This design comes from an exercise in tuning for small area, a short achievable clock period and few clock cycles per item on the open sky130 flow, not from production work.
In this exercise RTL edits were held to simulation tests only and were not proved equivalent to the original.

==> job 1988: inputs <==
==> flow/design.v (excerpt) <==
module rgb_to_hsl_convert (
    input  logic        i_clk,
    input  logic        i_rst_n,
    input  logic        i_valid,
    output logic        o_stall,
    input  logic [7:0]  i_red,
    input  logic [7:0]  i_green,
    input  logic [7:0]  i_blue,
    input  logic [7:0]  i_alpha,
    output logic        o_valid,
    input  logic        i_stall,
    output logic [12:0] o_hue,
    output logic [7:0]  o_saturation,
    output logic [7:0]  o_luminance,
    output logic [7:0]  o_alpha_out
);
make LEC_CHECK=0 ABC_AREA=1 CAP_MARGIN=20 CORE_MARGIN=2 CORE_UTILIZATION=40 SETUP_SLACK_MARGIN=4.0 SLEW_MARGIN=20 finish   # period 8.0 ns
run.sh (not shown) runs the stock make flow with config.mk's settings and CLKGATE_MAP_FILE= SYNTH_SCRIPT=/design/flow/synth_recipe.tcl, a recipe that flattens the netlist after the stock synthesis.
==> inputs of job 9344, as changes to job 1988 <==
- GPL_ROUTABILITY_DRIVEN: unset -> 0
- SETUP_SLACK_MARGIN: 4.0 -> 4.2
==> inputs of job 4339, as changes to job 1988 <==
- SETUP_SLACK_MARGIN: 4.0 -> 4.2
==> impl_metrics.ini <==
[critical_path]
path_cells = clkdlybuf4s50_1 -> inv_1 -> ha_1 -> a21oi_2 -> nand2_4 -> fa_2 -> nand2_1 -> inv_1 -> o211ai_1 -> buf_4 -> nand2_1 -> nand2_1 -> nand2_1 -> nand2_1 -> nand3_1 -> nand2_1 -> inv_1
crit_end = f__r1[5]$_DFFE_PN_
worstPathArrival_ps = 4140
critPathCaptureType = flop

[global_route]
grt_util_met2 = 0.315

[placed_design]
hpwl_um = 34600
place_ws_ps = 2870

[sta]
fin_ws_ps = 4140
timing.hold.ws_ps = 402
tightest_slew_ps = 1010

[cells_and_area]
layout-drive-gt1-share = 0.0852

[run_status]
outcome = finished clean
# the run above: job 1988

==> impl_metrics.ini <==
[sta]
fin_ws_ps = 4260
timing.hold.ws_ps = 402
tightest_slew_ps = 1030

[critical_path]
critPathCaptureType = output port
crit_end = o_stall
path_cells = buf_6 -> nand2_8 -> inv_4 -> clkdlybuf4s15_1
worstPathArrival_ps = 2140

[global_route]
grt_util_met2 = 0.317
met1_usage = 0.199
grt_pass1_wl_um = 76100

[placed_design]
hpwl_um = 34600
place_ws_ps = 2870

[run_status]
outcome = finished clean

[detailed_routing]
vias_per_cell = 5.04
# the run above: job 4339

==> impl_metrics.ini <==
[global_route]
grt_max_degree = 81
grt_util_met2 = 0.308
met1_usage = 0.203

[critical_path]
crit_end = o_stall
worstPathArrival_ps = 2160
path_class = input pin to output port
critPathCaptureType = output port
path_cells = buf_8 -> nand2_8 -> clkinvlp_4 -> dlygate4sd2_1

[cells_and_area]
layout-drive-gt1-share = 0.132
nFillCells = 4873
multi_input_gates = 1689

[run_status]
outcome = finished clean

[sta]
setup_tns_ps = 0
timing.hold.ws_ps = 401

[placed_design]
place_ws_ps = 2880
hpwl_um = 33700

[synth]
synthArstFlopShare = 0
synthAdderAreaFrac = 0.159
# the run above: job 9344

Testbench counts of job 1988, summed over its fixed seeds: cycles 32,048, pixels 32,000.
Testbench counts of job 9344, summed over its fixed seeds: cycles 32,048, pixels 32,000.
Testbench counts of job 4339, summed over its fixed seeds: cycles 32,048, pixels 32,000.

---

==> inputs of build 95 <==
Starting RTL as in the previous note.
clock: 8.0 ns
lec_check: 0
abc_area: 1
cap_margin: 20
core_margin: 2
core_utilization: 40
place_density: 0.5
setup_slack_margin: 4.2
slew_margin: 20
==> build 39: changes against build 95 <==
--- a/flow/config.mk
+++ b/flow/config.mk
@@ -10,5 +10,4 @@
 export CORE_MARGIN = 2
 export CORE_UTILIZATION = 40
-export PLACE_DENSITY = 0.5
-export SETUP_SLACK_MARGIN = 4.2
+export SETUP_SLACK_MARGIN = 4.4
 export SLEW_MARGIN = 20
==> build 97: changes against build 95 <==
--- a/flow/config.mk
+++ b/flow/config.mk
@@ -10,5 +10,6 @@
 export CORE_MARGIN = 2
 export CORE_UTILIZATION = 40
-export PLACE_DENSITY = 0.5
+export CTS_CLUSTER_DIAMETER = 70
+export CTS_CLUSTER_SIZE = 28
 export SETUP_SLACK_MARGIN = 4.2
 export SLEW_MARGIN = 20
==> comparison table <==
quantity                                                        build 39             build 95            build 97
GR met2 Demand/Resource                                            0.328                0.340               0.316
Post-CTS setup-driven buffer insertion count                          58                   23                  24
Dpl ws                                                           3020 ps              2690 ps             2870 ps
Post-layout nets                                                    2903                 2832                2808
Final non-filler cell area                                   26400 sq um          25400 sq um         24900 sq um
Layout-stage area growth over the synthesis result                 24.3%                19.3%               16.9%
Result of the run                       no timing/DRC/antenna violations  no timing/DRC/antenna violations  no timing/DRC/antenna violations
Placed wire-length estimate after detailed placement             34.9 mm              36.2 mm             34.6 mm
End point of the most critical hold path              k__r2[2]$_DFFE_PN_  hq__r5[5]$_DFFE_PN_  k__r2[2]$_DFFE_PN_
Routed wire per std cell                                    15.0 microns         15.6 microns        14.7 microns
Period Utilization, post-route                                     0.447                0.472               0.469
Testbench counts of build 95, summed over its fixed seeds: cycles 32,048, pixels 32,000.
Testbench counts of build 39, summed over its fixed seeds: cycles 32,048, pixels 32,000.
Testbench counts of build 97, summed over its fixed seeds: cycles 32,048, pixels 32,000.

port drivers added, routing unchanged:
Ports are ideal in the flow. The routed layouts listed here were re-timed in OpenROAD. Step 1 sets driving cells, clkbuf_16 on the clock port and buf_2 on the other inputs (assumed; they add their load-dependent delay and slew). Step 2 also shifts input and output timing later by t, the mid clock arrival at the registers, as if the neighbouring blocks saw the same clock. Three values: ideal, step 1, step 2; two values: the first two.
run	t, ns	slack for setup (ns)	hold slack, ns	clock arrival spread, ns	slew at the worst register clock pin (ns)
job 1988	0.577	4.140 / 4.167 / 3.590	0.402 / 0.402 / 0.402	0.020 / 0.020	0.06 / 0.06
job 9344	0.573	4.238 / 4.200 / 3.752	0.401 / 0.401 / 0.401	0.028 / 0.028	0.06 / 0.06
job 4339	0.574	4.258 / 4.221 / 3.735	0.402 / 0.402 / 0.402	0.021 / 0.020	0.06 / 0.06
build 95	0.592	4.224 / 4.179 / 3.701	0.415 / 0.415 / 0.415	0.014 / 0.014	0.06 / 0.06
build 39	0.582	4.424 / 4.375 / 3.906	0.411 / 0.411 / 0.411	0.016 / 0.016	0.06 / 0.06
build 97	0.619	4.251 / 4.201 / 3.678	0.420 / 0.420 / 0.420	0.023 / 0.023	0.10 / 0.10
After both steps setup and hold are still met in every run listed. The setup slack of build 97, which loses most, moves by -0.050 ns with the drivers and by -0.573 ns with both steps.
